What follows belongs to an exercise in optimizing a design on an open flow for small area; a production flow would make more cautious choices.
Function was checked by simulation only, so behaviour that the tests miss may differ from the original.
Power is estimated from default activity; no workload was simulated.

==> flow/design.v <==
package dataMemPkg;
    localparam int ByteWidth = 8;
    localparam int WordBytes = 4;
    typedef logic [ByteWidth-1:0] byteT;
    typedef logic [ByteWidth*WordBytes-1:0] wordT;
    typedef enum logic
    {
        IDLE,
        ACK
    } wbStateT;
endpackage
`timescale 1ns/1ps
module wbSlaveCtrl
(
    input  logic clk,
    input  logic rst,
    input  logic cyc,
    input  logic stb,
    input  logic we,
    output logic ack,
    output logic commitWrite,
    output logic commitRead
);
    dataMemPkg::wbStateT state;
    dataMemPkg::wbStateT nextState;
    logic request;
    always_ff @(posedge clk)
    begin
        if (rst)
        begin
            state <= dataMemPkg::IDLE;
        end
        else
        begin
            state <= nextState;
        end
    end
    always_comb
    begin
        nextState = state;
        case (state)
            dataMemPkg::IDLE:
            begin
                if (cyc && stb)
                begin
                    nextState = dataMemPkg::ACK;
                end
            end
            dataMemPkg::ACK:
            begin
                nextState = dataMemPkg::IDLE;
            end
            default:
            begin
                nextState = dataMemPkg::IDLE;
            end
        endcase
    end
    assign request = (state == dataMemPkg::IDLE) && cyc && stb;
    assign commitWrite = request && we;
    assign commitRead  = request && !we;
    assign ack = (state == dataMemPkg::ACK);
endmodule
`timescale 1ns/1ps
module byteStore
#(
    parameter int AddrWidth = 5
)
(
    input  logic                 clk,
    input  logic                 rst,
    input  logic                 commitWrite,
    input  logic [AddrWidth-1:0] adr,
    input  logic                 byteAccess,
    input  dataMemPkg::wordT     datIn,
    output dataMemPkg::byteT     cellsAtAdr0,
    output dataMemPkg::byteT     cellsAtAdr1,
    output dataMemPkg::byteT     cellsAtAdr2,
    output dataMemPkg::byteT     cellsAtAdr3
);
    localparam int Depth = 2 ** AddrWidth;
    typedef logic [AddrWidth-1:0] adrT;
    dataMemPkg::byteT mem [Depth];
    adrT laneAdr [dataMemPkg::WordBytes];
    dataMemPkg::byteT laneData [dataMemPkg::WordBytes];
    for (genvar g = 0; g < dataMemPkg::WordBytes; g++)
    begin : gLane
        assign laneAdr[g]  = adr + adrT'(g);
        assign laneData[g] = datIn[g*dataMemPkg::ByteWidth +: dataMemPkg::ByteWidth];
    end
    always_ff @(posedge clk)
    begin
        if (rst)
        begin
            for (int i = 0; i < Depth; i++)
            begin
                mem[i] <= '0;
            end
        end
        else if (commitWrite)
        begin
            if (byteAccess)
            begin
                mem[adr] <= laneData[0];
            end
            else
            begin
                for (int b = 0; b < dataMemPkg::WordBytes; b++)
                begin
                    mem[laneAdr[b]] <= laneData[b];
                end
            end
        end
    end
    assign cellsAtAdr0 = mem[laneAdr[0]];
    assign cellsAtAdr1 = mem[laneAdr[1]];
    assign cellsAtAdr2 = mem[laneAdr[2]];
    assign cellsAtAdr3 = mem[laneAdr[3]];
endmodule
`timescale 1ns/1ps
module readAligner
(
    input  logic             clk,
    input  logic             rst,
    input  logic             commitRead,
    input  logic             byteAccess,
    input  dataMemPkg::byteT cellsAtAdr0,
    input  dataMemPkg::byteT cellsAtAdr1,
    input  dataMemPkg::byteT cellsAtAdr2,
    input  dataMemPkg::byteT cellsAtAdr3,
    output dataMemPkg::wordT datOut
);
    localparam int PadWidth = dataMemPkg::ByteWidth * (dataMemPkg::WordBytes - 1);
    dataMemPkg::wordT byteWord;
    dataMemPkg::wordT fullWord;
    dataMemPkg::wordT readWord;
    assign byteWord = {{PadWidth{1'b0}}, cellsAtAdr0};
    assign fullWord = {cellsAtAdr3, cellsAtAdr2, cellsAtAdr1, cellsAtAdr0};
    assign readWord = byteAccess ? byteWord : fullWord;
    always_ff @(posedge clk)
    begin
        if (rst)
        begin
            datOut <= '0;
        end
        else if (commitRead)
        begin
            datOut <= readWord;
        end
    end
endmodule
`timescale 1ns/1ps
module dataMemory
#(
    parameter int AddrWidth = 5
)
(
    input  logic                 clk,
    input  logic                 rst,
    input  logic                 cyc,
    input  logic                 stb,
    input  logic                 we,
    input  logic [AddrWidth-1:0] adr,
    input  logic                 byteAccess,
    input  dataMemPkg::wordT     datIn,
    output dataMemPkg::wordT     datOut,
    output logic                 ack
);
    logic commitWrite;
    logic commitRead;
    dataMemPkg::byteT cellsAtAdr0;
    dataMemPkg::byteT cellsAtAdr1;
    dataMemPkg::byteT cellsAtAdr2;
    dataMemPkg::byteT cellsAtAdr3;
    wbSlaveCtrl busCtrl
    (
        .clk         (clk),
        .rst         (rst),
        .cyc         (cyc),
        .stb         (stb),
        .we          (we),
        .ack         (ack),
        .commitWrite (commitWrite),
        .commitRead  (commitRead)
    );
    byteStore
    #(
        .AddrWidth (AddrWidth)
    )
    store
    (
        .clk         (clk),
        .rst         (rst),
        .commitWrite (commitWrite),
        .adr         (adr),
        .byteAccess  (byteAccess),
        .datIn       (datIn),
        .cellsAtAdr0 (cellsAtAdr0),
        .cellsAtAdr1 (cellsAtAdr1),
        .cellsAtAdr2 (cellsAtAdr2),
        .cellsAtAdr3 (cellsAtAdr3)
    );
    readAligner aligner
    (
        .clk         (clk),
        .rst         (rst),
        .commitRead  (commitRead),
        .byteAccess  (byteAccess),
        .cellsAtAdr0 (cellsAtAdr0),
        .cellsAtAdr1 (cellsAtAdr1),
        .cellsAtAdr2 (cellsAtAdr2),
        .cellsAtAdr3 (cellsAtAdr3),
        .datOut      (datOut)
    );
endmodule
==> flow/run.sh <==
#!/bin/bash
# synth_recipe.tcl (not shown) runs the flow's synth.tcl, then flattens the netlist and writes it again
# the make line also repeats each setting of config.mk as NAME=value (left out here)
make -C /OpenROAD-flow-scripts/flow DESIGN_CONFIG=/design/flow/config.mk WORK_HOME=/design/flow/orfs CLKGATE_MAP_FILE= SYNTH_SCRIPT=/design/flow/synth_recipe.tcl finish
==> flow/config.mk <==
export PLATFORM = sky130hd
export DESIGN_NAME = dataMemory
export DESIGN_NICKNAME = dataMemory
export VERILOG_FILES = /design/flow/design.v
export SDC_FILE = /design/flow/constraint.sdc
export NUM_CORES = 4
export LEC_CHECK = 0
export CAP_MARGIN = 20
export CORE_MARGIN = 2
export CORE_UTILIZATION = 35
export PLACE_DENSITY = 0.55
export SLEW_MARGIN = 20
==> flow/constraint.sdc <==
create_clock -name core_clock -period 8.0 [get_ports {clk}]
set_input_delay 1.6000 -clock core_clock [delete_from_list [all_inputs] [get_ports {clk}]]
set_output_delay 1.6000 -clock core_clock [all_outputs]
set_load 0.01 [all_outputs]
==> results.sh <==
export IMPL_syn_cell_area_sq_um=26900
export IMPL_clock_path_buffers=3
export IMPL_die_h_um=281
export IMPL_synth_top_area_share_pct=28.5
export IMPL_drc=0
export IMPL_drtIter0Drc=6182
export IMPL_yosysMostFrequentCell="o21ai_0"
export IMPL_antenna_found_initial=10
export IMPL_worst_hold_slack_ns=0.445
export IMPL_critPathMaxFanout=47
export IMPL_fin_crit_sh_pct=67.2
export IMPL_grt_pass1_vias=27122
export IMPL_io_pins=76
export IMPL_htreeDepth=2
export IMPL_hold_viol_final=0
export IMPL_hold_path_class="reg -> reg"
export IMPL_design_core_area_sq_um=76100
export IMPL_peakVddDrop_uv=93.2
export IMPL_syn2layout_area_growth_pct=10.2
export IMPL_vias=29630
export IMPL_skew_ns=0.0346
export IMPL_p_leak_nw=9.90
export IMPL_initial_core_util_pct=35.4
export IMPL_fmax_mhz=186
export IMPL_syn_inst=2914
export IMPL_crit_type="in -> reg"
export IMPL_grtUsageTotal_pct=39.5
export IMPL_cts_resized=0
export IMPL_async_reset_ff_share_pct=0
export IMPL_grt_pass1_wl_um=218000
export IMPL_grt_max_degree=54
export IMPL_drive_gt1_share_pct=16.8
export IMPL_viasPerCell=7.62
export IMPL_cts_tree="done"
export IMPL_netlist_top_cells_count="o21ai_0, nand2_1, edfxtp_1, mux4_2, clkbuf_1"
export IMPL_drv_cap=0
export IMPL_first_pass_iters=7
export IMPL_syn_avg_cell_area_sq_um=9.24
export IMPL_dpl_hpwl_um=107000
export IMPL_die_w_um=281
export IMPL_crit_required_ns=8.47
export IMPL_gp_congestion=1.08
export IMPL_synth_edf_count=256
export IMPL_wirelength_um=160000
export IMPL_finalSetupViolations=0
export IMPL_synthTopCellsByArea="edfxtp_1, mux4_2, o21ai_0, nand2_1, mux2i_1"
export IMPL_worst_pin_slew_ns=1.12
export IMPL_status="no timing/DRC/antenna violations"
export IMPL_num_rows=101
export IMPL_dieArea_sq_um=79200
export IMPL_ys_seq_elements=289
export IMPL_clock_sinks=289
export IMPL_crit_arrival_ns=5.85
export IMPL_setup_worst_path_start_class="input port"
export IMPL_wire_per_inst_um=41.0
export IMPL_ys_types=88
export IMPL_cellPowerDensity_nw_per_um2=159
export IMPL_ant_nets=0
export IMPL_synth_flop_cell="edfxtp_1"
export IMPL_seq_area_frac_synth_pct=31.0
export IMPL_finalPower_mw=4.72
export IMPL_cts_clk_slew_worst_paths_ns=0.06
export IMPL_port_buffers=75
export IMPL_fin_tns_setup_ns=0
export IMPL_cts_hold_buf=0
export IMPL_cts_root_buf="clkbuf_16"
export IMPL_slew_violations=0
export IMPL_finalCoreUtilization_pct=39.0
export IMPL_cts_buffers=37
export IMPL_post_cts_setup_buffers=0
export IMPL_yosys_area_top_type="edfxtp_1"
export IMPL_clk_latency_ns=0.59
export IMPL_yosys_warnings=5
export IMPL_fin_crit_ns=5.38
export IMPL_max_slew_margin_rel_pct=24.7
export IMPL_syn_num_nets=2965
export IMPL_rsz0062_at_grt="no"
export IMPL_grt_overflow_total=0
export IMPL_fin_nets=2876
export IMPL_cp_end_kind="flop"
-- layer usage --
| layer | global-route usage [%] | up-vias | part of all wire [%] |
|---|---|---|---|
| met5 | 0 | - | 0.025 |
| met4 | 23.7 | 4 | 7.5 |
| met2 | 54.6 | 3152 | 40 |
| li1 | - | 11318 | - |
| met1 | 52.1 | 14416 | 36 |
| met3 | 14.8 | 740 | 17 |
-- metrics by stage --
stage          instances  area [sq um]  worst slack (ns)
2_1_floorplan       2914         26900              2.96
3_3_place_gp        3815         28400              2.07
3_5_place_dp        3816         28400              2.12
4_1_cts             3884         29700              2.72
5_1_grt             3884         29700              2.54
6_report            3891         29700              2.62
-- report_power, final --
part	total, mW	switching, mW	internal, mW	leakage [nW]
clock network	1.77	0.727	1.05	0.609
logic	1.12	0.762	0.361	6.43
registers	1.82	0.117	1.70	2.86
total	4.72	1.61	3.11	9.90
-- logic make-up (layout without fill, tap and decap cells) --
group / after synthesis / after routing / share of synthesized area [%]
and+or+nand+nor: 872 / 872 / 14.7
adders and majority gates: 8 / 8 / 0.372
muxes: 345 / 345 / 23.0
xor gates and xnor gates: 11 / 11 / 0.441
other: 0 / 7 / 0
AOI/OAI and AO/OA: 1069 / 1069 / 25.2
DFF: 289 / 289 / 31.0
buffers and inverters: 320 / 260 / 5.18
-- registers in the layout, indices dropped and copies added (netlist names) --
| signal | flops |
|---|---|
| aligner.datOut | 32 |
| store.mem | 256 |
| busCtrl.state | 1 |
-- layout make-up --
cell class,count,area (sq um)
Tap cell,1030,1290
Multi-Input combinational cell,2305,17300
Sequential cell,289,8350
Fill cell,7591,46400
Timing Repair Buffer,174,1410
Clock inverter,19,214
Antenna cell,7,17.5
Clock buffer,49,1030
Inverter,18,67.6
-- worst max-delay path, stage by stage --
cell and delay (ns):
buf_4 0.15, inv_1 0.76, buf_4 0.33, ha_4 0.72
buf_4 0.40, mux4_2 0.54, a22o_1 0.20, a221oi_1 0.56
a21oi_1 0.20, a221o_1 0.29
-- worst paths after layout --
check                                   startpoint                 end  slack [ns]  cells past startpoint
worst max-delay path                        adr[1]  aligner.datOut[11]        2.62                     10
worst min-delay path            aligner.datOut[18]  aligner.datOut[18]        0.44                      2
worst max register to register       busCtrl.state    store.mem[10][2]        4.39                      8
worst min register to register  aligner.datOut[18]  aligner.datOut[18]        0.44                      2
-- placed cells by master (no fill, tap or decap), drive strengths merged, types with 26 or more instances in the layout --
master           n
dfxtp           33
nand2          401
clkdlybuf4s50   55
a221oi         107
a211oi          26
a21o            26
and3            29
mux2i          117
edfxtp         256
buf            118
o21ai          467
nor2           187
nand3           81
o22ai           70
mux4           219
a21oi          106
a31oi           72
o21a            59
nor3            53
clkbuf          49

-- re-timing with driven ports --
Ports are ideal in the flow. The routed layout listed here was re-timed in OpenROAD.
Step 1, drivers: a clkbuf_16 drives clk and a buf_2 each remaining input, both assumed.
Step 2 also shifts input and output timing later by t, the mid clock arrival at the registers, as if the neighbouring blocks saw the same clock.
Three values: ideal ports, drivers, drivers and shift; two values: the first two.
t, ns: 0.639
setup slack, ns: 2.622 / 2.638 / 1.999
clock arrival spread, ns: 0.035 / 0.036
After both steps this run still meets setup and hold. For this run, drivers alone change the setup slack by +0.016 ns; drivers and shift together by -0.623 ns.
